Background: an optimization exercise with open tools, aiming at small area, a short achievable clock period and few clock cycles per item. Do not read the settings as production practice.
Where RTL was checked, it was by simulation tests only, not by an equivalence proof against the original.
Function not checked in run 8: the RTL went through the layout flow alone.

## flow/design.v (module list and top-level ports; edited modules follow where they fit)
// module frame_loader: 39 lines
// module affine_row: 861 lines
// module affine_stream_top: 90 lines
module affine_stream_top (
  input  logic                                aclk,
  input  logic                                aresetn,
  input  logic [4*16-1:0]   s_tdata,
  input  logic                                s_tvalid,
  output logic                                s_tready,
  input  logic                                s_tlast,
  output logic [3*16-1:0]    m_tdata,
  output logic                                m_tvalid,
  input  logic                                m_tready,
  output logic                                m_tlast
);
  // ...
==> flow/flow/run.sh <==
#!/bin/bash
# The standard layout, with one change to synthesis: Yosys's synth skips
# its quick ABC pass (-noabc) that comes before full adders are extracted, so
# the carry-save trees map onto full-adder cells without inverters between
# them. The final ABC mapping and every later step are the standard flow's own.
# The registers keep the standard synthesis's names and cell types: that
# synthesis runs first, and flow/regnames.py copies its register names over
# (they differ only in Yosys's enable-polarity suffix). If the registers do
# not match, the flow falls back to the standard layout.
set -euo pipefail
W=$(pwd)
R=$W/orfs/results/$FLOW_PLATFORM/affine_stream_top/base

# the standard synthesis, the reference for register names and cell types
bash standard.sh synth > std_synth.log 2>&1
cp "$R/1_2_yosys.v" std_1_2_yosys.v
rm -rf orfs

# this flow's synthesis
sed '1s/-noshare /-noshare -noabc /' synth_recipe.tcl > synth_noabc.tcl
grep -q -- '-nofsm -noshare -noabc' synth_noabc.tcl
sed "s#${W}/synth_recipe.tcl#${W}/synth_noabc.tcl#g" standard.sh > standard_noabc.sh
grep -q synth_noabc.tcl standard_noabc.sh
bash standard_noabc.sh "$R/1_2_yosys.v" > noabc_synth.log 2>&1

if python3 flow/regnames.py std_1_2_yosys.v "$R/1_2_yosys.v" > regnames.log 2>&1; then
  bash standard_noabc.sh > make_flow.log 2>&1
else
  rm -rf orfs
  bash standard.sh > make_flow.log 2>&1
fi
==> flow/flow/regnames.py <==
#!/usr/bin/env python3
"""regnames.py STD_NETLIST OWN_NETLIST

Give the registers of OWN_NETLIST (this flow's synthesis) the names the
standard synthesis (STD_NETLIST) gave them. Yosys names a register after its
RTL name plus a suffix for its enable and reset polarity, which depends on
how the logic in front of it was optimised; the RTL name part is the same.
Fails, changing nothing, unless both netlists hold the same registers by RTL
name, in the same cell types."""
import re, sys

FLOP = re.compile(r'^(\s*)(sky130_fd_sc_hd__(?:e?dfx|dfr|dfs|dfb|sdf|edf|dl)\w*)\s+(\\\S+|\S+)\s+\(', re.M)
SUFFIX = re.compile(r'^(.*)\$_[A-Z0-9_]+_$')

def regs(text):
    out = {}
    for m in FLOP.finditer(text):
        typ, name = m.group(2), m.group(3)
        raw = name[1:] if name.startswith('\\') else name
        s = SUFFIX.match(raw)
        base = s.group(1) if s else raw
        if base in out:
            sys.exit(f"two registers named {base}")
        out[base] = (typ, name)
    return out

std_t = open(sys.argv[1]).read()
own_t = open(sys.argv[2]).read()
std, own = regs(std_t), regs(own_t)
if set(std) != set(own):
    sys.exit(f"register sets differ: {len(std)} vs {len(own)}, "
             f"e.g. {sorted(set(std) ^ set(own))[:5]}")
bad = [b for b in std if std[b][0] != own[b][0]]
if bad:
    sys.exit(f"cell types differ for {len(bad)} registers, e.g. {bad[:5]}")
ren = {own[b][1]: std[b][1] for b in std if own[b][1] != std[b][1]}

def sub(m):
    name = m.group(3)
    return f"{m.group(1)}{m.group(2)} {ren.get(name, name)} ("
new_t = FLOP.sub(sub, own_t)
if ren:
    # a renamed register's old name must not survive anywhere else
    for old in ren:
        if re.search(re.escape(old) + r'(\s|$)', new_t):
            sys.exit(f"{old} still appears after renaming")
open(sys.argv[2], 'w').write(new_t)
print(f"{len(std)} registers, {len(ren)} renamed")
==> flow/standard.sh <==
#!/bin/bash
# synth_recipe.tcl (not shown) runs the flow's synth.tcl, then flattens the netlist and writes it again
# the make line also repeats each setting of config.mk as NAME=value (left out here)
make -C /OpenROAD-flow-scripts/flow DESIGN_CONFIG=/design/flow/config.mk WORK_HOME=/design/flow/orfs CLKGATE_MAP_FILE= SYNTH_SCRIPT=/design/flow/synth_recipe.tcl "${@:-finish}"
==> flow/config.mk <==
export PLATFORM = sky130hd
export DESIGN_NAME = affine_stream_top
export DESIGN_NICKNAME = affine_stream_top
export VERILOG_FILES = /design/flow/design.v
export SDC_FILE = /design/flow/constraint.sdc
export NUM_CORES = 4
export LEC_CHECK = 0
export ABC_AREA = 1
export CAP_MARGIN = 20
export CORE_MARGIN = 2
export CORE_UTILIZATION = 50
export SETUP_SLACK_MARGIN = 2.5
export SLEW_MARGIN = 20
==> flow/constraint.sdc <==
create_clock -name core_clock -period 6.3 [get_ports {aclk}]
set_input_delay 1.2600 -clock core_clock [delete_from_list [all_inputs] [get_ports {aclk}]]
set_output_delay 1.2600 -clock core_clock [all_outputs]
set_load 0.01 [all_outputs]
==> impl_metrics.env, run 1 <==
export IMPL_synthMuxAreaShare_pct=0
export IMPL_hold_class="register to register"
export IMPL_status="finished clean"
export IMPL_clkLatencyLatePin_ns=0.70
export IMPL_setup_viol=0
export IMPL_ys_ff_latch=622
export IMPL_hold_buffers=0
export IMPL_path_max_fanout=4
export IMPL_largest_reg_flops=277
export IMPL_cp_start_kind="register"
export IMPL_drc_errors=0
export IMPL_seq_area_share_pct=30.7
export IMPL_num_vias=40200
export IMPL_clk_pin_slew_ns=0.06
export IMPL_ys_types=42
export IMPL_reg_top3="g_row.u_row.mid_q: 277 flops, u_loader.coef_n: 192 flops, dig: 96 flops"
export IMPL_cts_root_buf="clkbuf_16"
export IMPL_synth_top_family_by_area="adder cells"
export IMPL_grt_max_degree=158
export IMPL_ys_flop_type="edfxtp_1"
export IMPL_worst_path_buf_inv=1
export IMPL_design_area_um2=60600
export IMPL_nClkBuffers=88
export IMPL_synth_area_per_cell_um2=11.2
export IMPL_synth_edf_count=613
export IMPL_multi_input_area_share_pct=54.2
export IMPL_maxCapViolations=0
export IMPL_setup_ws_ns=2.46
export IMPL_ys_seq_area_share_pct=34.5
export IMPL_pre_cts_ws_ns=1.80
export IMPL_reg2reg_to="g_row[1].u_row.mid_q[94]$_DFFE_PN_"
export IMPL_cts_resized_gates=82
export IMPL_fill_cells=9107
export IMPL_synth_top_area_share_pct=34.1
export IMPL_io_buffers=119
export IMPL_crit_type="register to register"
export IMPL_nNonClkBuffers=338
export IMPL_r2r_cells=9
export IMPL_antenna_found_initial=3
export IMPL_tns_ns=0
export IMPL_clockNetworkAreaShare_pct=4.06
Testbench counts, summed over its fixed seeds: cycles 3,993, items 3,393.
==> inputs of run 2 (changes only) <==
--- a/flow/config.mk
+++ b/flow/config.mk
@@ -6,5 +6,4 @@
 export NUM_CORES = 4
 export LEC_CHECK = 0
-export ABC_AREA = 1
 export CAP_MARGIN = 20
 export CORE_MARGIN = 2
==> run 2 against run 1 <==
Final cell count shrank 10%. Still clean. Fmax shrank 2.7%.
==> impl_metrics.env, run 2 <==
export IMPL_largest_reg_flops=277
export IMPL_cpPeakStageDelay_ns=0.52
export IMPL_placed_area_um2=54700
export IMPL_design_area_um2=59500
export IMPL_cts_buffers=75
export IMPL_drv_slew=0
export IMPL_clockBufferDepth=3
export IMPL_gp_congestion=1.04
export IMPL_io_buffers=119
export IMPL_ys_types=52
export IMPL_rrSetupSlack_ns=2.35
export IMPL_worst_pin_slew_ns=1.18
export IMPL_grt_pass1_vias=37700
export IMPL_netlist_area_um2=52000
export IMPL_reg2reg_from="g_row[2].u_row.mid_q[2]$_DFFE_PN_"
export IMPL_cts_root_buf="clkbuf_16"
export IMPL_num_rows=118
export IMPL_status="finished clean"
export IMPL_period_needed_ns=3.95
export IMPL_cp_top_family="adder cells"
export IMPL_synth_top_area_share_pct=35.4
export IMPL_syn_inst=4122
export IMPL_hold_depth=1
export IMPL_maxCapViolations=0
export IMPL_viasPerCell=6.56
export IMPL_synthArstFlopShare_pct=1.45
export IMPL_ys_flop_type="edfxtp_1"
export IMPL_period_share_pct=62.7
export IMPL_synth_area_per_cell_um2=12.6
export IMPL_grt_ovfl_total=0
export IMPL_path_cells="fa_2, fa_1, fa_1, fa_2, a21o_1, a21oi_2, o21bai_1, a31o_2, a22o_4, o41ai_2, xnor2_1"
export IMPL_ant_nets=0
export IMPL_synth_nets=5026
export IMPL_hold_buffers=0
export IMPL_synthTopCellsByCount="o22ai_1, xor2_1, fa_1"
export IMPL_cp_start_kind="register"
export IMPL_ys_ff_latch=622
export IMPL_grt_pass1_wl_um=282000
export IMPL_dieHeight_um=327
export IMPL_clkLatencyLatePin_ns=0.67
export IMPL_relSlewSlack_pct=20.7
export IMPL_worst_path_buf_inv=0
export IMPL_yosys_area_top_type="edfxtp_1"
export IMPL_crit_type="register to register"
export IMPL_final_cell_mix="o22ai_1, xor2_1, fa_1"
export IMPL_synth_area_leaders="edfxtp_1, fa_1, xor2_1"
export IMPL_timing_fmax_mhz=253
export IMPL_yosysMostFrequentCell="o22ai_1"
export IMPL_wl_per_cell_um=35.0
export IMPL_layout_commonest_cell="o22ai_1"
export IMPL_whs_ns=0.484
export IMPL_skew_ns=0.0302
export IMPL_cpMaxStageDelayCell="fa_1"
export IMPL_rsz0062_at_grt="yes"
export IMPL_wl_um=201000
export IMPL_crit_required_ns=6.71
export IMPL_hold_violations=0
export IMPL_r2r_cells=11
export IMPL_cp_arrival_ns=4.35
export IMPL_clk_pin_slew_ns=0.06
export IMPL_ys_seq_area_share_pct=35.8
export IMPL_dp_hpwl_um=145000
export IMPL_min_from="v2_valid$_DFFE_PN0N_"
export IMPL_endpoint_kind="register"
export IMPL_tns_ns=0
export IMPL_numClockSinks=622
export IMPL_reg_top3="g_row.u_row.mid_q: 277 flops, u_loader.coef_n: 192 flops, dig: 96 flops"
export IMPL_drc_errors=0
export IMPL_num_vias=37600
export IMPL_area_growth_pct=14.4
export IMPL_reg2reg_to="m_tdata[28]$_DFFE_PN_"
export IMPL_first_pass_iters=9
export IMPL_setup_viol=0
export IMPL_drt_iter0_markers=5699
export IMPL_grt_use_total_pct=37.7
export IMPL_num_nets_final=5196
export IMPL_fill_cells=8638
export IMPL_cts_tree="done"
export IMPL_path_max_fanout=3
export IMPL_die_area_um2=107000
export IMPL_antenna_found_initial=5
export IMPL_hold_end="m_tvalid$_DFFE_PN0N_"
export IMPL_htree_levels=3
export IMPL_io_pin_count=120
export IMPL_hold_class="register to register"
export IMPL_core_area_um2=103000
export IMPL_regMostFlops="g_row.u_row.mid_q"
export IMPL_start_util_pct=50.3
export IMPL_drive_above_1_share_pct=12.8
export IMPL_die_w_um=327
export IMPL_grt_max_degree=68
export IMPL_yosysWarningCount=3
export IMPL_synth_edf_count=613
run 2: layout make-up:
| class | instances | area (um^2) | share of cell area [%] |
|---|---|---|---|
| repair buffers | 418 | 3860 | 6.48 |
| multi-input cells | 2984 | 31800 | 53.5 |
| flip-flops and latches | 622 | 18600 | 31.3 |
| repair inverters | 5 | 37.5 | 0.0631 |
| clock inverters | 49 | 532 | 0.894 |
| well taps | 1380 | 1730 | 2.90 |
| inverters | 186 | 917 | 1.54 |
| diodes | 4 | 10.0 | 0.0168 |
| clock buffers | 83 | 1950 | 3.28 |
run 2: cells by family after synthesis:
logic type / after synthesis / synth area share (%)
flip-flops: 622 / 35.8
XOR/XNOR: 1014 / 17.1
multiplexers: 3 / 0.0649
AO/OA/AOI/OAI: 900 / 10.8
AND/OR/NAND/NOR: 230 / 2.41
buffers and inverters: 518 / 3.83
adder cells (fa/ha/maj): 835 / 30.0
run 2: how the worst max path moves through the flow:
| stage | startpoint | endpoint | slack [ns] | cells past startpoint |
|---|---|---|---|---|
| after floorplan | m_tready | u_loader.coef_n[128]$_DFFE_PP_ | 2.40 | 5 |
| final | g_row[2].u_row.mid_q[2]$_DFFE_PN_ | m_tdata[28]$_DFFE_PN_ | 2.35 | 11 |
| after global routing | g_row[2].u_row.mid_q[12]$_DFFE_PN_ | m_tdata[28]$_DFFE_PN_ | 2.22 | 12 |
| after detailed placement | dig[2]$_DFFE_PN_ | g_row[2].u_row.mid_q[93]$_DFFE_PN_ | 1.82 | 10 |
| after global placement | dig[2]$_DFFE_PN_ | g_row[2].u_row.mid_q[93]$_DFFE_PN_ | 1.81 | 10 |
| after CTS | g_row[0].u_row.mid_q[13]$_DFFE_PN_ | m_tdata[14]$_DFFE_PN_ | 2.32 | 11 |
run 2: metrics by stage:
step	utilization (%)	setup slack, ns	std cells
floorplan	-	2.40	4122
global route	57.6	2.22	5728
finish	57.6	2.35	5731
CTS	56.6	2.32	5652
detailed placement	52.9	1.82	5416
global placement	52.9	1.81	5416
run 2: metal layers:
metal	part of all wire (%)	global-route usage, %	wire length, um
met1	36	50.1	73100
met2	43	54.9	85900
met3	12	10.1	25100
met4	8.2	24.4	16500
met5	0.022	0	45
run 2: repair_timing:
action,in CTS,in global routing
pin swaps,35,47
gates resized for setup,111,91
gates cloned,5,2
buffers inserted,99,73
endpoints found under the setup margin,130,62
==> inputs of run 3 (changes only) <==
--- a/flow/config.mk
+++ b/flow/config.mk
@@ -6,4 +6,5 @@
 export NUM_CORES = 4
 export LEC_CHECK = 0
+export ABC_AREA = 1
 export CAP_MARGIN = 20
 export CORE_MARGIN = 2
@@ -11,2 +12,3 @@
 export SETUP_SLACK_MARGIN = 2.5
 export SLEW_MARGIN = 20
+export TNS_END_PERCENT = 10
==> run 3 against run 2 <==
Still clean. Core utilization shrank 1.6 points. Synthesized cell count grew 17%. Final cell count grew 10%.
==> impl_metrics.env, run 3 <==
export IMPL_fill_cells=9030
export IMPL_synthAdderAreaFrac_pct=28.9
export IMPL_cpPeakStageDelay_ns=0.81
export IMPL_hold_violations=0
export IMPL_drc_errors=0
export IMPL_num_vias=39900
export IMPL_grt_pass1_wl_um=288000
export IMPL_cpMaxStageDelayCell="fa_1"
export IMPL_start_util_pct=50.4
export IMPL_synthMuxAreaShare_pct=0
export IMPL_drt_iter0_markers=5929
export IMPL_clk_pin_slew_ns=0.06
export IMPL_numClockSinks=622
export IMPL_ys_flop_type="edfxtp_1"
export IMPL_io_buffers=119
export IMPL_gp_congestion=1.03
export IMPL_hold_class="register to register"
export IMPL_largest_reg_flops=277
export IMPL_yosysWarningCount=3
export IMPL_clockBufferDepth=3
export IMPL_synthSimpleGateAreaFrac_pct=6.12
export IMPL_cts_buffers=76
export IMPL_path_common_cell="fa_1"
export IMPL_reg2reg_to="g_row[0].u_row.mid_q[64]$_DFFE_PN_"
export IMPL_netlist_area_um2=54000
export IMPL_ys_seq_area_share_pct=34.5
export IMPL_yosysMostFrequentCell="xor2_1"
export IMPL_synth_top_family_by_area="adder cells"
export IMPL_crit_start="u_loader.coef_n[0]$_DFFE_PP_"
export IMPL_dieHeight_um=333
export IMPL_antenna_found_initial=4
export IMPL_cts_tree="done"
export IMPL_drive_above_1_share_pct=7.80
export IMPL_synth_area_leaders="edfxtp_1, fa_1, xor2_1"
export IMPL_design_area_um2=59900
export IMPL_grt_use_total_pct=37.0
export IMPL_rsz0062_at_grt="yes"
export IMPL_finalCoreUtilization_pct=56.0
export IMPL_grt_busiest_layer="met2"
export IMPL_grtUsageMet3_pct=10.8
export IMPL_worst_pin_slew_ns=1.19
export IMPL_status="finished clean"
export IMPL_area_growth_pct=11.0
export IMPL_ant_nets=0
export IMPL_grt_ovfl_total=0
export IMPL_cp_arrival_ns=4.43
export IMPL_reg2reg_from="u_loader.coef_n[0]$_DFFE_PP_"
export IMPL_synthArstFlopShare_pct=1.45
export IMPL_die_area_um2=111000
export IMPL_maxCapViolations=0
export IMPL_synth_area_per_cell_um2=11.2
export IMPL_drv_slew=0
export IMPL_multi_input_comb_area_um2=32700
export IMPL_tns_ns=0
export IMPL_seq_area_um2=18600
export IMPL_io_pin_count=120
export IMPL_synth_nets=5724
export IMPL_setup_viol=0
export IMPL_synth_compound_area_share_pct=9.74
export IMPL_synth_edf_count=613
export IMPL_die_w_um=333
export IMPL_skew_ns=0.0420
export IMPL_wl_per_cell_um=32.4
export IMPL_whs_ns=0.458
export IMPL_setup_ws_ns=2.29
export IMPL_grt_max_degree=124
export IMPL_ys_ff_latch=622
export IMPL_htree_levels=3
export IMPL_period_share_pct=63.7
export IMPL_layout_commonest_cell="xor2_1"
export IMPL_syn_inst=4820
export IMPL_reg_top3="g_row.u_row.mid_q: 277 flops, u_loader.coef_n: 192 flops, dig: 96 flops"
export IMPL_use_met1_pct=48.8
export IMPL_pre_cts_ws_ns=1.87
export IMPL_endpoint_kind="register"
export IMPL_cts_root_buf="clkbuf_16"
export IMPL_viasPerCell=6.30
export IMPL_placed_area_um2=56300
export IMPL_crit_type="register to register"
export IMPL_cp_start_kind="register"
export IMPL_dp_hpwl_um=156000
export IMPL_synth_xor_area_share_pct=15.4
export IMPL_clkLatencyLatePin_ns=0.68
export IMPL_rrSetupSlack_ns=2.29
export IMPL_synth_top_area_share_pct=34.1
export IMPL_relSlewSlack_pct=20.0
export IMPL_path_max_fanout=9
export IMPL_synthTopCellsByCount="xor2_1, o22ai_1, fa_1"
export IMPL_wl_um=205000
export IMPL_first_pass_iters=7
export IMPL_num_rows=120
export IMPL_cp_endpoint="g_row[0].u_row.mid_q[64]$_DFFE_PN_"
export IMPL_final_cell_mix="xor2_1, o22ai_1, fa_1"
export IMPL_num_nets_final=5766
export IMPL_period_needed_ns=4.01
export IMPL_yosys_area_top_type="edfxtp_1"
export IMPL_grt_use_met2_pct=53.2
export IMPL_ys_types=42
export IMPL_core_area_um2=107000
export IMPL_path_cells="inv_2, nand2_1, xor2_1, fa_1, fa_1, fa_1, fa_1"
export IMPL_regMostFlops="g_row.u_row.mid_q"
export IMPL_timing_fmax_mhz=249
export IMPL_crit_required_ns=6.72
export IMPL_grt_pass1_vias=39100
export IMPL_r2r_cells=7
==> run 3: cell count changes after synthesis, sizes merged, moves of 9 or more <==
cell and delta:
nand2 +580, inv +232, xnor2 -154, nor2 +106, nand2b -100, xor2 +80, clkbuf -56, o22ai -47
nand3 +41, a21oi +38, buf +38, a21o -18, nand3b +9
==> run 3: through the flow <==
step	std cells
final	6328
after global routing	6327
after CTS	6317
after detailed placement	6105
after global placement	6103
after floorplan	4820
==> run 3: cell type report <==
type	count	area share (%)
antenna	1	0.00417
sequential	622	31.1
timing repair buffer	271	4.16
clock inverter	54	1.05
clock buffer	86	3.38
multi-input combinational	3470	54.5
inverter	414	2.84
timing repair inverter	7	0.0898
tap	1403	2.93
==> run 3: kinds of logic (layout without fill, tap and decap cells) <==
logic type | after synthesis | count (layout)
compound gates | 856 | 856
xor+xnor | 940 | 940
fa+ha+maj | 835 | 835
buf+inv | 728 | 832
flops | 622 | 622
other cells | 0 | 1
simple gates | 839 | 839
==> run 3: per-layer routing <==
layer / part of all wire [%] / wire, um
met1: 37 / 75700
met2: 42 / 86000
met3: 13 / 26200
met4: 8.2 / 16800
met5: 0.028 / 57
==> run 3: worst min-delay path by stage <==
stage | slack (ns) | depth (start not counted) | to | start
floorplan | 0.42 | 2 | m_tvalid$_DFFE_PN0N_ | v2_valid$_DFFE_PN0N_
global placement | 0.44 | 2 | m_tvalid$_DFFE_PN0N_ | v2_valid$_DFFE_PN0N_
detailed placement | 0.44 | 2 | m_tvalid$_DFFE_PN0N_ | v2_valid$_DFFE_PN0N_
CTS | 0.47 | 2 | m_tvalid$_DFFE_PN0N_ | v2_valid$_DFFE_PN0N_
global route | 0.50 | 2 | m_tvalid$_DFFE_PN0N_ | v2_valid$_DFFE_PN0N_
finish | 0.46 | 2 | m_tvalid$_DFFE_PN0N_ | v2_valid$_DFFE_PN0N_
==> run 3: what timing repair did <==
item,CTS,global route
gates resized for setup,61,33
setup endpoints to repair,128,71
pin swaps,1,18
buffers inserted,65,10
gates cloned,7,0
hold buffers,0,0
==> run 3: worst max-delay path, delay by kind of cell (launching register included) <==
family        cells  cell delay (ns)
simple gates      1             0.13
fa+ha+maj         4             2.31
xor+xnor          1             0.37
buf+inv           1             0.26
flops             1             0.71
==> inputs of run 4 (changes only) <==
--- a/flow/config.mk
+++ b/flow/config.mk
@@ -9,6 +9,5 @@
 export CAP_MARGIN = 20
 export CORE_MARGIN = 2
-export CORE_UTILIZATION = 50
+export CORE_UTILIZATION = 65
 export SETUP_SLACK_MARGIN = 2.5
 export SLEW_MARGIN = 20
-export TNS_END_PERCENT = 10
==> run 4 against run 3 <==
Highest routed layer unchanged. Core utilization rose by 18 points. Worst setup slack improved by 0.17 ns. Critical path type unchanged. Area after synthesis did not move.
==> impl_metrics.env, run 4 <==
export IMPL_period_share_pct=61.0
export IMPL_grt_use_total_pct=47.9
export IMPL_path_max_fanout=13
export IMPL_layout_commonest_cell="xor2_1"
export IMPL_crit_required_ns=6.67
export IMPL_cts_tree="done"
export IMPL_synth_area_per_cell_um2=11.2
export IMPL_regMostFlops="g_row.u_row.mid_q"
export IMPL_first_pass_iters=9
export IMPL_setup_viol=0
export IMPL_gp_congestion=1.06
export IMPL_skew_ns=0.0640
export IMPL_rsz0062_at_grt="yes"
export IMPL_drv_slew=0
export IMPL_drive_above_1_share_pct=10.4
export IMPL_path_common_cell="fa_1"
export IMPL_die_w_um=292
export IMPL_cts_root_buf="clkbuf_16"
export IMPL_clockBufferDepth=3
export IMPL_cts_buffers=71
export IMPL_drt_iter0_markers=7255
export IMPL_hold_violations=0
export IMPL_path_cells="o22ai_1, xor2_1, fa_1, fa_1, fa_1, fa_1, xor2_1"
export IMPL_core_area_um2=82100
export IMPL_numClockSinks=622
export IMPL_htree_levels=3
export IMPL_grt_max_degree=139
export IMPL_final_cell_mix="xor2_1, o22ai_1, fa_1"
export IMPL_dieHeight_um=292
export IMPL_synth_top_area_share_pct=34.1
export IMPL_timing_fmax_mhz=260
export IMPL_antenna_found_initial=5
export IMPL_viasPerCell=6.86
export IMPL_num_rows=105
export IMPL_setup_ws_ns=2.46
export IMPL_clk_pin_slew_ns=0.06
export IMPL_cp_arrival_ns=4.22
export IMPL_grt_pass1_vias=40900
export IMPL_syn_inst=4820
export IMPL_ant_nets=0
export IMPL_status="finished clean"
export IMPL_clkLatencyLatePin_ns=0.68
export IMPL_period_needed_ns=3.84
export IMPL_ys_flop_type="edfxtp_1"
export IMPL_synthArstFlopShare_pct=1.45
export IMPL_start_util_pct=65.7
export IMPL_largest_reg_flops=277
export IMPL_worst_pin_slew_ns=1.12
export IMPL_io_pin_count=120
export IMPL_endpoint_kind="register"
export IMPL_io_buffers=119
export IMPL_wl_um=205000
export IMPL_dp_hpwl_um=150000
export IMPL_relSlewSlack_pct=25.0
export IMPL_synth_area_leaders="edfxtp_1, fa_1, xor2_1"
export IMPL_ys_ff_latch=622
export IMPL_tns_ns=0
export IMPL_maxCapViolations=0
export IMPL_cpPeakStageDelay_ns=0.73
export IMPL_cpMaxStageDelayCell="edfxtp_1"
export IMPL_die_area_um2=85400
export IMPL_num_vias=41900
export IMPL_cp_start_kind="register"
export IMPL_ys_seq_area_share_pct=34.5
export IMPL_yosys_area_top_type="edfxtp_1"
export IMPL_hold_buffers=0
export IMPL_num_nets_final=5883
export IMPL_reg_top3="g_row.u_row.mid_q: 277 flops, u_loader.coef_n: 192 flops, dig: 96 flops"
export IMPL_hold_class="register to register"
export IMPL_synth_edf_count=613
export IMPL_netlist_area_um2=54000
export IMPL_synth_nets=5724
export IMPL_ys_types=42
export IMPL_yosysMostFrequentCell="xor2_1"
export IMPL_drc_errors=0
export IMPL_pre_cts_ws_ns=1.78
export IMPL_grt_ovfl_total=0
export IMPL_crit_type="register to register"
export IMPL_synthTopCellsByCount="xor2_1, o22ai_1, fa_1"
export IMPL_area_growth_pct=12.2
export IMPL_yosysWarningCount=3
export IMPL_fill_cells=5710
export IMPL_grt_pass1_wl_um=286000
export IMPL_wl_per_cell_um=33.5
run 4: cell counts after synthesis:
No cell type changed its count.
run 4: logic make-up after synthesis:
logic type | synth area share (%)
AO/OA/AOI/OAI | 9.74
XOR/XNOR | 15.4
adder cells (fa/ha/maj) | 28.9
buffers and inverters | 5.33
flip-flops | 34.5
AND/OR/NAND/NOR | 6.12
run 4: what timing repair did:
item,4_1_cts,5_1_grt
gates resized for setup,78,78
cloned,8,4
pin swaps,7,26
endpoints found under the hold margin,0,0
setup endpoints to repair,138,67
buffers inserted,106,87
run 4: metal layers:
layer / vias up / track usage, % / share of wire, %
li1: 16700 / - / -
met1: 20300 / 59.9 / 33
met2: 3847 / 67.5 / 41
met3: 1018 / 20.9 / 17
met4: 10 / 31.9 / 9.3
met5: - / 1.93 / 0.17
run 4: cell type report:
class                   instances  area [um^2]  share of cell area [%]
repair buffers                389         3540                    5.85
inverters                     414         1790                    2.95
flip-flops and latches        622        18600                    30.8
repair inverters               11         80.1                   0.132
multi-input cells            3470        32800                    54.1
well taps                    1070         1340                    2.21
clock inverters                50          573                   0.946
clock buffers                  79         1810                    2.98
diodes                          3         7.51                  0.0124
run 4: path summary, 6_finish.rpt:
kind | from | endpoint | slack [ns] | cells past startpoint
min in group asynchronous | aresetn | u_loader.row[1]$_DFFE_PN0P_ | 0.89 | 1
max reg2reg | u_loader.coef_n[51]$_DFFE_PP_ | g_row[0].u_row.mid_q[94]$_DFFE_PN_ | 2.46 | 7
max in group asynchronous | aresetn | u_loader.row[0]$_DFFE_PN0P_ | 5.13 | 1
max | u_loader.coef_n[51]$_DFFE_PP_ | g_row[0].u_row.mid_q[94]$_DFFE_PN_ | 2.46 | 7
min | v2_valid$_DFFE_PN0N_ | m_tvalid$_DFFE_PN0N_ | 0.46 | 2
min reg2reg | v2_valid$_DFFE_PN0N_ | m_tvalid$_DFFE_PN0N_ | 0.46 | 2
run 4: worst max-delay path: cells and delay by family, from the launching register on:
family	cells	cell delay, ns
AO/OA/AOI/OAI	1	0.23
XOR/XNOR	2	0.35
adder cells (fa/ha/maj)	4	2.22
flip-flops	1	0.73
run 4: metrics by stage:
step | hold slack [ns] | std cells | area, um^2 | util [%]
after global routing | 0.473 | 6105 | 60500 | 73.7
final | 0.462 | 6108 | 60600 | 73.7
after global placement | 0.438 | 5771 | 55900 | 68.0
after CTS | 0.462 | 6014 | 59400 | 72.4
after detailed placement | 0.447 | 5771 | 55900 | 68.0
after floorplan | 0.420 | 4820 | 54000 | -
==> inputs of run 5 (changes only) <==
--- a/flow/config.mk
+++ b/flow/config.mk
@@ -7,7 +7,7 @@
 export LEC_CHECK = 0
 export ABC_AREA = 1
-export CAP_MARGIN = 20
+export CAP_MARGIN = 50
 export CORE_MARGIN = 2
-export CORE_UTILIZATION = 65
+export CORE_UTILIZATION = 50
 export SETUP_SLACK_MARGIN = 2.5
-export SLEW_MARGIN = 20
+export SLEW_MARGIN = 60
==> run 5 against run 4 <==
Worst hold slack improved by 0.0015 ns. Area after synthesis unchanged. Count of clock-buffer cells in the layout increased by 10. Die area increased by 30%. Critical path depth increased by 1. Register-to-register slack improved by 0.03 ns. Critical path type unchanged.
==> impl_metrics.env, run 5 <==
export IMPL_synth_area_leaders="edfxtp_1, fa_1, xor2_1"
export IMPL_largest_reg_flops=277
export IMPL_crit_required_ns=6.72
export IMPL_dieHeight_um=333
export IMPL_cts_tree="done"
export IMPL_area_growth_pct=13.2
export IMPL_clk_pin_slew_ns=0.06
export IMPL_regMostFlops="g_row.u_row.mid_q"
export IMPL_diodes=0
export IMPL_skew_ns=0.0521
export IMPL_dpl_cell_count=6197
export IMPL_worst_pin_slew_ns=0.637
export IMPL_crit_type="register to register"
export IMPL_synth_nets=5724
export IMPL_ys_ff_latch=622
export IMPL_viasPerCell=6.27
export IMPL_ys_flop_type="edfxtp_1"
export IMPL_period_needed_ns=3.81
export IMPL_maxCapViolations=0
export IMPL_relSlewSlack_pct=57.5
export IMPL_core_area_um2=107000
export IMPL_hold_class="register to register"
export IMPL_num_vias=40200
export IMPL_wl_per_cell_um=32.1
export IMPL_ys_seq_area_share_pct=34.5
export IMPL_synthTopCellsByCount="xor2_1, o22ai_1, fa_1"
export IMPL_io_buffers=119
export IMPL_grt_pass1_vias=39600
export IMPL_rsz0062_at_grt="yes"
export IMPL_die_w_um=333
export IMPL_drt_iter0_markers=5872
export IMPL_grt_ovfl_total=0
export IMPL_r2r_cells=8
export IMPL_htree_levels=3
export IMPL_die_area_um2=111000
export IMPL_hold_violations=0
export IMPL_yosysWarningCount=3
export IMPL_num_nets_final=5846
export IMPL_syn_inst=4820
export IMPL_synth_edf_count=613
export IMPL_synth_area_per_cell_um2=11.2
export IMPL_grt_max_degree=74
export IMPL_cts_root_buf="clkbuf_16"
export IMPL_numClockSinks=622
export IMPL_yosys_area_top_type="edfxtp_1"
export IMPL_timing_fmax_mhz=262
export IMPL_drv_slew=0
export IMPL_final_cell_mix="xor2_1, o22ai_1, fa_1"
export IMPL_hold_depth=2
export IMPL_antenna_found_initial=1
export IMPL_whs_ns=0.464
export IMPL_period_share_pct=60.5
export IMPL_hold_end="m_tvalid$_DFFE_PN0N_"
export IMPL_yosysMostFrequentCell="xor2_1"
export IMPL_dp_hpwl_um=158000
export IMPL_status="finished clean"
export IMPL_reg2reg_from="dig[2]$_DFFE_PN_"
export IMPL_setup_viol=0
export IMPL_drc_errors=0
export IMPL_cp_start_kind="register"
export IMPL_clockBufferDepth=3
export IMPL_start_util_pct=50.4
export IMPL_io_pin_count=120
export IMPL_clkLatencyLatePin_ns=0.71
export IMPL_grt_pass1_wl_um=291000
export IMPL_ant_nets=0
export IMPL_first_pass_iters=8
export IMPL_hold_buffers=0
export IMPL_ys_types=42
export IMPL_path_max_fanout=8
export IMPL_endpoint_kind="register"
export IMPL_synthArstFlopShare_pct=1.45
export IMPL_cts_buffers=77
export IMPL_grt_use_total_pct=37.3
export IMPL_netlist_area_um2=54000
export IMPL_gp_congestion=1.02
export IMPL_rrSetupSlack_ns=2.49
export IMPL_cp_arrival_ns=4.24
export IMPL_layout_commonest_cell="xor2_1"
export IMPL_wl_um=206000
export IMPL_drive_above_1_share_pct=10.4
export IMPL_min_from="v2_valid$_DFFE_PN0N_"
export IMPL_fill_cells=8894
export IMPL_num_rows=120
export IMPL_finalNonFillerCells=6407
export IMPL_tns_ns=0
export IMPL_synth_top_area_share_pct=34.1
export IMPL_reg_top3="g_row.u_row.mid_q: 277 flops, u_loader.coef_n: 192 flops, dig: 96 flops"
export IMPL_reg2reg_to="g_row[0].u_row.mid_q[64]$_DFFE_PN_"
[run 5: changes by cell type in the layout (fill, tap and decap cells not counted), sizes merged]
cell / previous run / this run
diode: 3 / 0
inv: 380 / 399
clkbuf: 80 / 89
clkinv: 49 / 43
buf: 269 / 236
bufinv: 9 / 14
clkinvlp: 37 / 12
[run 5: logic make-up (layout without fill, tap and decap cells)]
group | count (synthesis) | count (layout) | synth area share, %
AOI/OAI and AO/OA | 856 | 856 | 9.74
xor gates and xnor gates | 940 | 940 | 15.4
adders and majority gates | 835 | 835 | 28.9
buffers and inverters | 728 | 912 | 5.33
DFF | 622 | 622 | 34.5
and+or+nand+nor | 839 | 839 | 6.12
[run 5: what timing repair did]
action / in CTS / in global routing
endpoints found under the setup margin: 104 / 52
buffers inserted: 39 / 22
resized for setup: 64 / 82
pin swaps: 8 / 35
cloned: 1 / 1
endpoints found under the hold margin: 0 / 0
[run 5: cell type report]
type	count	area, um^2	share of cell area (%)
multi-input cells	3470	33000	54.0
flip-flops and latches	622	18600	30.5
repair buffers	355	3240	5.30
clock buffers	89	1990	3.26
well taps	1403	1760	2.87
inverters	414	1740	2.85
clock inverters	52	686	1.12
repair inverters	2	21.3	0.0348
[run 5: metrics by stage]
| step | setup slack [ns] | instance area, um^2 | util, % |
|---|---|---|---|
| floorplan | 2.51 | 54000 | - |
| global placement | 1.78 | 56300 | 52.6 |
| detailed placement | 1.80 | 57300 | 53.5 |
| CTS | 2.46 | 60500 | 56.5 |
| global route | 2.45 | 61100 | 57.1 |
| finish | 2.49 | 61100 | 57.1 |
[run 5: worst max-delay path, cell delays in order, from the launching register on]
cell and delay [ns]:
edfxtp_1 0.49, clkinvlp_4 0.17, buf_4 0.19, o22ai_1 0.18
xor2_1 0.22, fa_1 0.47, fa_1 0.79, fa_1 0.51
fa_1 0.50
[run 5: how the worst max path moves through the flow]
stage                                       from                                  to
2_1_floorplan                           m_tready      u_loader.coef_n[128]$_DFFE_PP_
3_3_place_gp                            m_tready                            s_tready
3_5_place_dp                            m_tready                            s_tready
4_1_cts        g_row[2].u_row.mid_q[0]$_DFFE_PN_               m_tdata[42]$_DFFE_PN_
5_1_grt                         dig[2]$_DFFE_PN_  g_row[2].u_row.mid_q[93]$_DFFE_PN_
6_report                        dig[2]$_DFFE_PN_  g_row[0].u_row.mid_q[64]$_DFFE_PN_
[run 5: layer usage]
metal | global-route usage [%] | routed length (um) | vias up | share of wire [%]
met5 | 0 | 0 | - | 0
met4 | 22.6 | 15700 | 0 | 7.6
met3 | 9.68 | 25500 | 550 | 12
met2 | 53.9 | 87200 | 2939 | 42
met1 | 50.5 | 77500 | 20100 | 38
li1 | - | - | 16600 | -
==> inputs of run 6 (changes only) <==
--- a/flow/config.mk
+++ b/flow/config.mk
@@ -9,5 +9,5 @@
 export CAP_MARGIN = 50
 export CORE_MARGIN = 2
-export CORE_UTILIZATION = 50
-export SETUP_SLACK_MARGIN = 2.5
+export CORE_UTILIZATION = 60
+export SETUP_SLACK_MARGIN = 2.6
 export SLEW_MARGIN = 60
==> run 6 against run 5 <==
Clock skew is 0.017 ns lower. Worst setup slack better by 0.051 ns. Register-to-register slack better by 0.05 ns. Count of clock-buffer cells in the layout is 4 lower. Critical path type unchanged.
==> impl_metrics.env, run 6 <==
export IMPL_status="finished clean"
export IMPL_final_cell_mix="xor2_1, o22ai_1, fa_1"
export IMPL_timing_fmax_mhz=266
export IMPL_endpoint_kind="register"
export IMPL_finalCoreUtilization_pct=68.4
export IMPL_design_area_um2=61300
export IMPL_cp_endpoint="g_row[0].u_row.mid_q[64]$_DFFE_PN_"
export IMPL_die_area_um2=92400
export IMPL_drt_iter0_markers=6538
export IMPL_ys_ff_latch=622
export IMPL_reg2reg_to="g_row[0].u_row.mid_q[64]$_DFFE_PN_"
export IMPL_ys_flop_type="edfxtp_1"
export IMPL_netlist_area_um2=54000
export IMPL_cp_start_kind="register"
export IMPL_path_max_fanout=9
export IMPL_relSlewSlack_pct=54.2
export IMPL_period_share_pct=59.7
export IMPL_setup_viol=0
export IMPL_synthTopCellsByCount="xor2_1, o22ai_1, fa_1"
export IMPL_cp_arrival_ns=4.16
export IMPL_crit_start="u_loader.coef_n[0]$_DFFE_PP_"
export IMPL_synth_top_area_share_pct=34.1
export IMPL_cpMaxStageDelayCell="fa_2"
export IMPL_core_area_um2=89600
export IMPL_area_growth_pct=13.6
export IMPL_fill_cells=6700
export IMPL_regMostFlops="g_row.u_row.mid_q"
export IMPL_worst_pin_slew_ns=0.688
export IMPL_hold_buffers=0
export IMPL_path_common_cell="fa_1"
export IMPL_yosysMostFrequentCell="xor2_1"
export IMPL_synth_edf_count=613
export IMPL_hold_violations=0
export IMPL_dieHeight_um=304
export IMPL_num_rows=110
export IMPL_cpPeakStageDelay_ns=0.71
export IMPL_ys_types=42
export IMPL_yosys_area_top_type="edfxtp_1"
export IMPL_num_nets_final=5906
export IMPL_cts_root_buf="clkbuf_16"
export IMPL_htree_levels=3
export IMPL_grt_pass1_wl_um=291000
export IMPL_drc_errors=0
export IMPL_clockBufferDepth=3
export IMPL_synthArstFlopShare_pct=1.45
export IMPL_grt_use_total_pct=45.0
export IMPL_synth_area_leaders="edfxtp_1, fa_1, xor2_1"
export IMPL_layout_commonest_cell="xor2_1"
export IMPL_start_util_pct=60.2
export IMPL_worst_path_buf_inv=1
export IMPL_grt_pass1_vias=40000
export IMPL_dp_hpwl_um=158000
export IMPL_whs_ns=0.451
export IMPL_cts_tree="done"
export IMPL_die_w_um=304
export IMPL_path_cells="clkinv_4, nand2_1, xor2_1, fa_1, fa_2, fa_1, fa_1"
export IMPL_antenna_found_initial=7
export IMPL_grt_ovfl_total=0
export IMPL_wl_per_cell_um=33.4
export IMPL_io_buffers=119
export IMPL_grt_max_degree=77
export IMPL_skew_ns=0.0348
export IMPL_first_pass_iters=6
export IMPL_numClockSinks=622
export IMPL_crit_required_ns=6.70
export IMPL_hold_class="register to register"
export IMPL_tns_ns=0
export IMPL_reg2reg_from="u_loader.coef_n[0]$_DFFE_PP_"
export IMPL_viasPerCell=6.56
export IMPL_crit_type="register to register"
export IMPL_r2r_cells=7
export IMPL_reg_top3="g_row.u_row.mid_q: 277 flops, u_loader.coef_n: 192 flops, dig: 96 flops"
export IMPL_wl_um=208000
export IMPL_synth_area_per_cell_um2=11.2
export IMPL_rsz0062_at_grt="yes"
export IMPL_period_needed_ns=3.76
export IMPL_largest_reg_flops=277
export IMPL_io_pin_count=120
export IMPL_gp_congestion=1.06
export IMPL_cts_buffers=72
export IMPL_maxCapViolations=0
export IMPL_drv_slew=0
export IMPL_drive_above_1_share_pct=11.9
export IMPL_placed_area_um2=57100
export IMPL_clk_pin_slew_ns=0.06
export IMPL_syn_inst=4820
export IMPL_rrSetupSlack_ns=2.54
export IMPL_clkLatencyLatePin_ns=0.68
export IMPL_synth_nets=5724
export IMPL_ys_seq_area_share_pct=34.5
export IMPL_cp_depth=7
export IMPL_num_vias=40900
export IMPL_ant_nets=0
export IMPL_cp_top_family="adder cells"
export IMPL_yosysWarningCount=3
run 6: cell count changes in the layout (fill, tap and decap cells not counted), sizes merged:
cell / change
clkbuf: -2
dlygate4sd2: +1
inv: -4
clkinvlp: +7
diode: +4
clkdlybuf4s15: -1
clkinv: +7
buf: +54
bufinv: -9
run 6: worst min-delay path by stage:
stage	start	end	slack (ns)	cells after the start
finish	v2_valid$_DFFE_PN0N_	m_tvalid$_DFFE_PN0N_	0.45	2
global route	v2_valid$_DFFE_PN0N_	m_tvalid$_DFFE_PN0N_	0.49	2
CTS	v2_valid$_DFFE_PN0N_	m_tvalid$_DFFE_PN0N_	0.46	2
detailed placement	v2_valid$_DFFE_PN0N_	m_tvalid$_DFFE_PN0N_	0.45	2
global placement	v2_valid$_DFFE_PN0N_	m_tvalid$_DFFE_PN0N_	0.43	2
floorplan	v2_valid$_DFFE_PN0N_	m_tvalid$_DFFE_PN0N_	0.42	2
run 6: through the flow:
step | std cells | setup slack [ns]
2_1_floorplan | 4820 | 2.57
3_3_place_gp | 5881 | 1.92
3_5_place_dp | 5967 | 1.90
4_1_cts | 6153 | 2.52
5_1_grt | 6233 | 2.50
6_report | 6237 | 2.54
run 6: worst register-to-register path, cell delays in order, from the launching register on:
cell      delay, ns
edfxtp_1       0.60
clkinv_4       0.27
nand2_1        0.15
xor2_1         0.33
fa_1           0.49
fa_2           0.71
fa_1           0.48
fa_1           0.50
run 6: kinds of logic (layout without fill, tap and decap cells):
kind of cell               after synthesis  in the layout  synth area share (%)
xor gates and xnor gates               940            940                  15.4
AOI/OAI and AO/OA                      856            856                  9.74
other                                    0              4                     0
and+or+nand+nor                        839            839                  6.12
DFF                                    622            622                  34.5
adders and majority gates              835            835                  28.9
buffers and inverters                  728            965                  5.33
run 6: timing repair:
item / CTS / global route
setup buffers: 53 / 59
gates resized for setup: 92 / 95
pin swaps: 11 / 37
gates cloned: 4 / 8
endpoints found under the setup margin: 131 / 59
run 6: final cells by class:
type,count,area (um^2),share of cell area [%]
diodes,4,10.0,0.0163
clock buffers,85,1890,3.09
clock inverters,44,407,0.663
inverters,414,1780,2.91
multi-input cells,3470,33200,54.1
flip-flops and latches,622,18600,30.4
well taps,1176,1470,2.40
repair buffers,411,3820,6.24
repair inverters,11,105,0.171
run 6: metal layers:
layer | track usage, % | vias up | routed length (um)
li1 | - | 16700 | -
met1 | 56.9 | 20300 | 72300
met2 | 63.9 | 3190 | 86400
met3 | 19.9 | 732 | 32600
met4 | 26.7 | 8 | 16500
met5 | 0 | - | 167
==> inputs of run 7 (changes only) <==
--- a/flow/flow/run.sh
+++ b/flow/flow/run.sh
@@ -3,5 +3,7 @@
 # its quick ABC pass (-noabc) that comes before full adders are extracted, so
 # the carry-save trees map onto full-adder cells without inverters between
-# them. The final ABC mapping and every later step are the standard flow's own.
+# them. The final ABC mapping and every later step are the standard flow's own, except
+# that the port buffers are buf_2 cells rather than the delay buffer that
+# buffer_ports picks by default (every port still gets its buffer).
 # The registers keep the standard synthesis's names and cell types: that
 # synthesis runs first, and flow/regnames.py copies its register names over
@@ -25,5 +27,5 @@
 
 if python3 flow/regnames.py std_1_2_yosys.v "$R/1_2_yosys.v" > regnames.log 2>&1; then
-  bash standard_noabc.sh > make_flow.log 2>&1
+  bash standard_noabc.sh "BUFFER_PORTS_ARGS=-buffer_cell sky130_fd_sc_hd__buf_2" finish > make_flow.log 2>&1
 else
   rm -rf orfs
--- a/flow/config.mk
+++ b/flow/config.mk
@@ -7,7 +7,7 @@
 export LEC_CHECK = 0
 export ABC_AREA = 1
-export CAP_MARGIN = 50
+export CAP_MARGIN = 20
 export CORE_MARGIN = 2
-export CORE_UTILIZATION = 60
-export SETUP_SLACK_MARGIN = 2.6
-export SLEW_MARGIN = 60
+export CORE_UTILIZATION = 50
+export SETUP_SLACK_MARGIN = 2.5
+export SLEW_MARGIN = 20
==> run 7 against run 6 <==
Fmax shrank 2.3%. Design area shrank 0.71%. Critical path depth is the same. Synthesized cell count is the same. Worst setup slack lost 0.089 ns. Clock skew grew 0.0037 ns. Critical endpoint is now g_row[0].u_row.mid_q[94]$_DFFE_PN_.
==> impl_metrics.env, run 7 <==
export IMPL_status="finished clean"
export IMPL_finalCoreUtilization_pct=56.9
export IMPL_start_util_pct=50.4
export IMPL_clkLatencyLatePin_ns=0.68
export IMPL_drive_above_1_share_pct=13.2
export IMPL_io_buffers=119
export IMPL_die_area_um2=111000
export IMPL_grt_max_degree=151
export IMPL_hold_violations=0
export IMPL_num_vias=40600
export IMPL_synthArstFlopShare_pct=1.45
export IMPL_wl_um=215000
export IMPL_relSlewSlack_pct=20.4
export IMPL_drt_iter0_markers=5749
export IMPL_worst_pin_slew_ns=1.19
export IMPL_dp_hpwl_um=160000
export IMPL_grt_pass1_vias=39700
export IMPL_synth_area_per_cell_um2=11.2
export IMPL_wl_per_cell_um=33.2
export IMPL_skew_ns=0.0385
export IMPL_largest_reg_flops=277
export IMPL_first_pass_iters=6
export IMPL_clockBufferDepth=3
export IMPL_cts_buffers=75
export IMPL_numClockSinks=622
export IMPL_tns_ns=0
export IMPL_final_cell_mix="xor2_1, o22ai_1, fa_1"
export IMPL_path_max_fanout=12
export IMPL_rsz0062_at_grt="yes"
export IMPL_crit_type="register to register"
export IMPL_num_rows=120
export IMPL_syn_inst=4820
export IMPL_setup_viol=0
export IMPL_dieHeight_um=333
export IMPL_regMostFlops="g_row.u_row.mid_q"
export IMPL_synthTopCellsByCount="xor2_1, o22ai_1, fa_1"
export IMPL_period_needed_ns=3.85
export IMPL_yosysWarningCount=3
export IMPL_reg_top3="g_row.u_row.mid_q: 277 flops, u_loader.coef_n: 192 flops, dig: 96 flops"
export IMPL_synth_top_area_share_pct=34.1
export IMPL_grt_pass1_wl_um=298000
export IMPL_core_area_um2=107000
export IMPL_cp_arrival_ns=4.26
export IMPL_htree_levels=3
export IMPL_grt_ovfl_total=0
export IMPL_num_nets_final=5902
export IMPL_grt_use_total_pct=38.5
export IMPL_die_w_um=333
export IMPL_netlist_area_um2=54000
export IMPL_ys_types=42
export IMPL_cp_start_kind="register"
export IMPL_ant_nets=0
export IMPL_endpoint_kind="register"
export IMPL_antenna_found_initial=8
export IMPL_cts_root_buf="clkbuf_16"
export IMPL_clk_pin_slew_ns=0.06
export IMPL_ys_flop_type="edfxtp_1"
export IMPL_synth_nets=5724
export IMPL_period_share_pct=61.1
export IMPL_timing_fmax_mhz=260
export IMPL_drv_slew=0
export IMPL_ys_seq_area_share_pct=34.5
export IMPL_yosysMostFrequentCell="xor2_1"
export IMPL_crit_required_ns=6.71
export IMPL_gp_congestion=1.02
export IMPL_layout_commonest_cell="xor2_1"
export IMPL_viasPerCell=6.28
export IMPL_io_pin_count=120
export IMPL_synth_area_leaders="edfxtp_1, fa_1, xor2_1"
export IMPL_hold_buffers=0
export IMPL_maxCapViolations=0
export IMPL_ys_ff_latch=622
export IMPL_hold_class="primary input to async pin"
export IMPL_synth_edf_count=613
export IMPL_yosys_area_top_type="edfxtp_1"
export IMPL_cts_tree="done"
export IMPL_area_growth_pct=12.8
export IMPL_drc_errors=0
[run 7: cell counts after synthesis]
No cell type changed its count.
[run 7: what timing repair did]
| action | 4_1_cts | 5_1_grt |
|---|---|---|
| pin swaps | 6 | 33 |
| gates cloned | 5 | 5 |
| resized for setup | 87 | 90 |
| endpoints found under the setup margin | 142 | 69 |
| setup buffers | 110 | 80 |
[run 7: path summary, 6_finish.rpt]
check / from / end / slack, ns / cells past startpoint
min in group core_clock: v2_valid$_DFFE_PN0N_ / m_tvalid$_DFFE_PN0N_ / 0.45 / 2
hold / removal: aresetn / v1_last$_DFFE_PN0N_ / 0.44 / 1
setup reg to reg: u_loader.coef_n[4]$_DFFE_PP_ / g_row[0].u_row.mid_q[94]$_DFFE_PN_ / 2.45 / 7
hold reg to reg: v2_valid$_DFFE_PN0N_ / m_tvalid$_DFFE_PN0N_ / 0.45 / 2
setup / recovery: u_loader.coef_n[4]$_DFFE_PP_ / g_row[0].u_row.mid_q[94]$_DFFE_PN_ / 2.45 / 7
max in group asynchronous: aresetn / u_loader.streaming$_DFFE_PN0P_ / 5.68 / 1
[run 7: cells by family after synthesis]
| logic type | Yosys count | synth area share, % |
|---|---|---|
| xor+xnor | 940 | 15.4 |
| simple gates | 839 | 6.12 |
| fa+ha+maj | 835 | 28.9 |
| buf+inv | 728 | 5.33 |
| flops | 622 | 34.5 |
| compound gates | 856 | 9.74 |
[run 7: worst max-delay path, stage by stage (launching register included)]
cell and delay, ns:
edfxtp_1 0.88, o22ai_1 0.21, xor2_1 0.20, fa_1 0.55, fa_1 0.63, fa_1 0.47, fa_1 0.45, xor2_1 0.17
[run 7: area by class of cell]
cell class              count  area, um^2
clock inverters            49         594
flip-flops and latches    622       18600
inverters                 414        1790
repair inverters            8        66.3
well taps                1403        1760
diodes                      2        5.00
repair buffers            407        3290
fillers                  9169       46200
clock buffers              89        1940
multi-input cells        3470       32800
[run 7: metrics by stage]
step | hold WS (ns) | instances | setup slack, ns | cell area (um^2)
floorplan | 0.420 | 4820 | 2.51 | 54000
global placement | 0.437 | 6124 | 1.91 | 55800
detailed placement | 0.438 | 6124 | 1.89 | 55800
CTS | 0.416 | 6377 | 2.43 | 59700
global route | 0.446 | 6462 | 2.46 | 60900
finish | 0.436 | 6464 | 2.45 | 60900
[run 7: per-layer routing]
metal / GRT usage, % / wire (um)
met2: 56.0 / 90700
met4: 22.5 / 15800
met1: 51.6 / 79900
met3: 11.1 / 28100
met5: 0 / 26
==> module affine_stream_top, before the edit <==
module affine_stream_top (
  input  logic                                aclk,
  input  logic                                aresetn,
  input  logic [4*16-1:0]   s_tdata,
  input  logic                                s_tvalid,
  output logic                                s_tready,
  input  logic                                s_tlast,
  output logic [3*16-1:0]    m_tdata,
  output logic                                m_tvalid,
  input  logic                                m_tready,
  output logic                                m_tlast
);
  localparam int LW = 16;
  localparam int BW = 4 * 16;
  logic            advance;    
  logic            accept;
  logic            vec_take;
  logic [3*BW-1:0] coef;
  assign advance  = ~m_tvalid | m_tready;
  assign s_tready = advance;
  assign accept   = s_tvalid & advance;
  frame_loader u_loader (
    .aclk     (aclk),
    .aresetn  (aresetn),
    .s_tdata  (s_tdata),
    .s_tlast  (s_tlast),
    .accept   (accept),
    .vec_take (vec_take),
    .coef     (coef)
  );
  logic [63:0] bv;
  logic [95:0] bdig;
  always_comb begin
    for (int c = 0; c < 4; c++) begin
      for (int k = 0; k < 8; k++) begin
        logic b2, b1, b0;
        b2 = bv[c*16 + 2*k + 1];
        b1 = bv[c*16 + 2*k];
        if (k == 0) b0 = 1'b0;
        else        b0 = bv[c*16 + 2*k - 1];
        bdig[c*8+k]      = b1 ^ b0;                                  
        bdig[32+c*8+k]   = (b2 & ~b1 & ~b0) | (~b2 & b1 & b0);       
        bdig[64+c*8+k]   = b2;                                       
      end
    end
  end
  logic v1_valid, v1_last;
  logic v2_valid, v2_last;
  always_ff @(posedge aclk or negedge aresetn) begin
    if (!aresetn) begin
      v1_valid <= 1'b0;
      v1_last <= 1'b0;
      v2_valid <= 1'b0;
      v2_last <= 1'b0;
      m_tvalid <= 1'b0;
      m_tlast <= 1'b0;
    end else if (advance) begin
      v1_valid <= vec_take;
      v1_last <= vec_take & s_tlast;
      v2_valid <= v1_valid;
      v2_last <= v1_last;
      m_tvalid <= v2_valid;
      m_tlast <= v2_last;
    end
  end
  logic [95:0] dig;
  assign bv = s_tdata;
  always_ff @(posedge aclk) begin
    if (advance) dig <= bdig;
  end
  genvar r;
  generate
    for (r = 0; r < 3; r++) begin : g_row
      logic [LW-1:0] s_d, c_d;
      affine_row u_row (
        .aclk (aclk),
        .en   (advance),
        .one  (dig[31:0]),
        .two  (dig[63:32]),
        .neg  (dig[95:64]),
        .cf   (coef[r*BW +: BW]),
        .s    (s_d),
        .c    (c_d)
      );
      always_ff @(posedge aclk) begin
        if (advance) m_tdata[r*LW +: LW] <= s_d + c_d;
      end
    end
  endgenerate
endmodule
==> inputs of run 8 (changes only) <==
--- a/flow/design.v
+++ b/flow/design.v
@@ -920,5 +920,6 @@
   logic            vec_take;
   logic [3*BW-1:0] coef;
-  assign advance  = ~m_tvalid | m_tready;
+  logic            run;
+  assign advance  = run;
   assign s_tready = advance;
   assign accept   = s_tvalid & advance;
@@ -956,6 +957,4 @@
       v2_valid <= 1'b0;
       v2_last <= 1'b0;
-      m_tvalid <= 1'b0;
-      m_tlast <= 1'b0;
     end else if (advance) begin
       v1_valid <= vec_take;
@@ -963,6 +962,4 @@
       v2_valid <= v1_valid;
       v2_last <= v1_last;
-      m_tvalid <= v2_valid;
-      m_tlast <= v2_last;
     end
   end
@@ -972,4 +969,5 @@
     if (advance) dig <= bdig;
   end
+  logic [3*LW-1:0] res;    
   genvar r;
   generate
@@ -986,8 +984,35 @@
         .c    (c_d)
       );
-      always_ff @(posedge aclk) begin
-        if (advance) m_tdata[r*LW +: LW] <= s_d + c_d;
-      end
+      assign res[r*LW +: LW] = s_d + c_d;
     end
   endgenerate
+  logic [3*LW-1:0] o1_data;
+  logic                    o1_valid, o1_last;
+  logic                    arrive;       
+  logic                    take;         
+  logic                    o1_valid_d;
+  assign arrive     = advance & v2_valid;
+  assign take       = ~m_tvalid | m_tready;
+  assign o1_valid_d = take ? (o1_valid & arrive) : (o1_valid | arrive);
+  always_ff @(posedge aclk or negedge aresetn) begin
+    if (!aresetn) begin
+      m_tvalid <= 1'b0;
+      m_tlast  <= 1'b0;
+      o1_valid <= 1'b0;
+      o1_last  <= 1'b0;
+      run      <= 1'b1;
+    end else begin
+      if (take) begin
+        m_tvalid <= o1_valid | arrive;
+        m_tlast  <= o1_valid ? o1_last : v2_last;
+      end
+      if (arrive) o1_last <= v2_last;
+      o1_valid <= o1_valid_d;
+      run      <= ~o1_valid_d;    
+    end
+  end
+  always_ff @(posedge aclk) begin
+    if (take)   m_tdata <= o1_valid ? o1_data : res;
+    if (arrive) o1_data <= res;
+  end
 endmodule
--- a/flow/flow/run.sh
+++ b/flow/flow/run.sh
@@ -3,7 +3,5 @@
 # its quick ABC pass (-noabc) that comes before full adders are extracted, so
 # the carry-save trees map onto full-adder cells without inverters between
-# them. The final ABC mapping and every later step are the standard flow's own, except
-# that the port buffers are buf_2 cells rather than the delay buffer that
-# buffer_ports picks by default (every port still gets its buffer).
+# them. The final ABC mapping and every later step are the standard flow's own.
 # The registers keep the standard synthesis's names and cell types: that
 # synthesis runs first, and flow/regnames.py copies its register names over
@@ -27,5 +25,5 @@
 
 if python3 flow/regnames.py std_1_2_yosys.v "$R/1_2_yosys.v" > regnames.log 2>&1; then
-  bash standard_noabc.sh "BUFFER_PORTS_ARGS=-buffer_cell sky130_fd_sc_hd__buf_2" finish > make_flow.log 2>&1
+  bash standard_noabc.sh > make_flow.log 2>&1
 else
   rm -rf orfs
==> run 8 against run 7 <==
Still clean. Final cell count rose by 7.8%. Largest cell class unchanged.
==> impl_metrics.env, run 8 <==
export IMPL_status="finished clean"
export IMPL_hold_buffers=0
export IMPL_dieHeight_um=341
export IMPL_gp_congestion=1.03
export IMPL_num_nets_final=6310
export IMPL_synthArstFlopShare_pct=1.78
export IMPL_num_rows=123
export IMPL_start_util_pct=50.4
export IMPL_multi_input_comb_area_um2=33800
export IMPL_reg2reg_from="dig[50]$_DFFE_PP_"
export IMPL_synth_nets=6121
export IMPL_maxCapViolations=0
export IMPL_min_from="v1_last$_DFFE_PN0P_"
export IMPL_drv_slew=0
export IMPL_period_share_pct=62.1
export IMPL_cp_arrival_ns=4.34
export IMPL_tns_ns=0
export IMPL_cts_root_buf="clkbuf_16"
export IMPL_hold_class="register to register"
export IMPL_clockBufferDepth=3
export IMPL_timing_fmax_mhz=255
export IMPL_cts_buffers=79
export IMPL_io_pin_count=120
export IMPL_fill_cells=9504
export IMPL_ant_nets=0
export IMPL_yosys_area_top_type="edfxtp_1"
export IMPL_num_vias=42900
export IMPL_drt_iter0_markers=5935
export IMPL_grt_pass1_vias=42700
export IMPL_synth_area_leaders="edfxtp_1, fa_1, xor2_1"
export IMPL_syn_inst=5217
export IMPL_cp_start_kind="register"
export IMPL_regMostFlops="g_row.u_row.mid_q"
export IMPL_path_max_fanout=19
export IMPL_wl_per_cell_um=32.2
export IMPL_clk_pin_slew_ns=0.07
export IMPL_endpoint_kind="register"
export IMPL_ys_seq_area_share_pct=35.5
export IMPL_drive_above_1_share_pct=10.5
export IMPL_setup_viol=0
export IMPL_numClockSinks=673
export IMPL_wl_um=224000
export IMPL_grt_pass1_wl_um=314000
export IMPL_synth_top_area_share_pct=34.9
export IMPL_synth_area_per_cell_um2=10.9
export IMPL_ys_ff_latch=673
export IMPL_drc_errors=0
export IMPL_viasPerCell=6.16
export IMPL_first_pass_iters=7
export IMPL_clkLatencyLatePin_ns=0.70
export IMPL_rsz0062_at_grt="yes"
export IMPL_largest_reg_flops=277
export IMPL_skew_ns=0.0395
export IMPL_ys_types=46
export IMPL_layout_commonest_cell="nand2_1"
export IMPL_period_needed_ns=3.91
export IMPL_ys_flop_type="edfxtp_1"
export IMPL_crit_start="dig[50]$_DFFE_PP_"
export IMPL_crit_required_ns=6.72
export IMPL_yosysMostFrequentCell="nand2_1"
export IMPL_worst_pin_slew_ns=1.09
export IMPL_synthTopCellsByCount="nand2_1, xor2_1, o22ai_1"
export IMPL_finalCoreUtilization_pct=57.4
export IMPL_final_cell_mix="nand2_1, xor2_1, o22ai_1"
export IMPL_yosysWarningCount=3
export IMPL_seq_area_um2=20200
export IMPL_netlist_area_um2=56800
export IMPL_antenna_found_initial=5
export IMPL_cts_tree="done"
export IMPL_die_w_um=341
export IMPL_grt_max_degree=164
export IMPL_reg_top3="g_row.u_row.mid_q: 277 flops, u_loader.coef_n: 192 flops, dig: 96 flops"
export IMPL_htree_levels=3
export IMPL_core_area_um2=113000
export IMPL_area_growth_pct=13.8
export IMPL_crit_type="register to register"
export IMPL_io_buffers=119
export IMPL_grt_use_total_pct=38.6
export IMPL_relSlewSlack_pct=27.4
export IMPL_dp_hpwl_um=166000
export IMPL_die_area_um2=116000
export IMPL_synth_edf_count=661
export IMPL_hold_violations=0
export IMPL_grt_ovfl_total=0
run 8: changes by cell type in the layout (fill, tap and decap cells not counted), moves of 13 or more:
| cell | previous run | this run |
|---|---|---|
| o22ai_1 | 716 | 703 |
| xnor2_1 | 102 | 83 |
| nand3_1 | 77 | 109 |
| buf_4 | 236 | 258 |
| nand2_1 | 613 | 862 |
| clkdlybuf4s50_1 | 0 | 119 |
| inv_1 | 348 | 399 |
| inv_2 | 21 | 7 |
| buf_2 | 119 | 0 |
| edfxtp_1 | 613 | 661 |
run 8: layer usage:
layer	share of wire, %	track usage [%]	up-vias
met1	36	49.1	21100
met5	0.0054	0.163	-
met2	42	56.0	3123
li1	-	-	17900
met4	8.6	25.8	2
met3	13	13.1	770
run 8: through the flow:
step | instance area (um^2) | cells | hold slack (ns) | worst slack (ns)
CTS | 63300 | 6870 | 0.498 | 2.39
floorplan | 56900 | 5217 | 0.428 | 1.47
global route | 64600 | 6970 | 0.530 | 2.40
global placement | 59400 | 6616 | 0.468 | 1.87
detailed placement | 59500 | 6618 | 0.479 | 1.95
finish | 64600 | 6971 | 0.496 | 2.39
run 8: layout make-up:
type	count	share of cell area, %
antenna	1	0.00387
timing repair inverter	5	0.0542
clock inverter	58	1.08
inverter	463	3.04
clock buffer	87	3.14
sequential	673	31.2
multi-input combinational	3754	52.3
tap	1500	2.90
timing repair buffer	430	6.27
run 8: cells by family (layout without fill, tap and decap cells):
kind of cell / count (synthesis) / count (layout) / share of synthesized area [%]
flops: 673 / 673 / 35.5
compound gates: 851 / 851 / 9.29
other cells: 0 / 1 / 0
simple gates: 1142 / 1142 / 7.95
xor+xnor: 926 / 926 / 14.4
buf+inv: 790 / 1043 / 5.46
fa+ha+maj: 835 / 835 / 27.4
run 8: timing repair:
item                                   4_1_cts  5_1_grt
gates cloned                                 5        0
setup endpoints to repair                  128       80
pin swaps                                    7       31
setup buffers                              102       99
gates resized for setup                     74       88
endpoints found under the hold margin        0        0
run 8: critical path, cell delays in order (launching register included):
cell and delay, ns:
edfxtp_1 0.41, inv_4 0.30, buf_6 0.29, o22ai_1 0.12
xor2_1 0.22, fa_1 0.49, fa_1 0.69, fa_1 0.51
fa_1 0.46, xor2_1 0.15
run 8: worst paths after layout:
kind | endpoint | depth (start not counted) | slack, ns
worst min register to register | v2_last$_DFFE_PN0P_ | 2 | 0.50
worst max-delay path | g_row[2].u_row.mid_q[94]$_DFFE_PP_ | 9 | 2.39
max in group asynchronous | o1_last$_DFFE_PN0P_ | 1 | 5.02
min in group asynchronous | u_loader.streaming$_DFFE_PN0P_ | 1 | 0.92
worst min-delay path | v2_last$_DFFE_PN0P_ | 2 | 0.50
worst max register to register | g_row[2].u_row.mid_q[94]$_DFFE_PP_ | 9 | 2.39

## static timing again, ports no longer ideal
In the flow no input, the clock included, has a driving cell. The finished layouts below were timed again as built, in two steps.
Step 1: set_driving_cell puts a clkbuf_16 on aclk and a buf_2 on each other input, an assumption about the parent block.
Step 2 times the ports against the registers' clock, not the clock port: input delays grow and output delays shrink by t, the midpoint of the rising clock arrivals with the driver on.
Three values: ideal ports, drivers, drivers and shift; two values: the first two.
| run | t, ns | setup slack, ns | hold WS [ns] | worst setup path after step 2 |
|---|---|---|---|---|
| run 1 | 0.752 | 2.457 / 2.457 / 2.062 | 0.455 / 0.455 / 0.455 | input to register |
| run 2 | 0.720 | 2.353 / 2.353 / 2.255 | 0.484 / 0.484 / 0.484 | input to register |
| run 3 | 0.734 | 2.289 / 2.289 / 2.114 | 0.458 / 0.458 / 0.458 | input to register |
| run 4 | 0.726 | 2.457 / 2.457 / 2.023 | 0.462 / 0.462 / 0.462 | input to register |
| run 5 | 0.758 | 2.487 / 2.487 / 2.487 | 0.464 / 0.464 / 0.464 | register to register |
| run 6 | 0.734 | 2.538 / 2.538 / 2.490 | 0.451 / 0.451 / 0.451 | input to register |
| run 7 | 0.736 | 2.449 / 2.449 / 2.303 | 0.436 / 0.381 / 0.455 | input to register |
| run 8 | 0.750 | 2.386 / 2.386 / 2.386 | 0.496 / 0.496 / 0.496 | register to register |
After both steps every run listed still meets setup and hold. The setup slack of run 4, which loses most, moves by 0.000 ns with the drivers and by -0.434 ns with both steps.
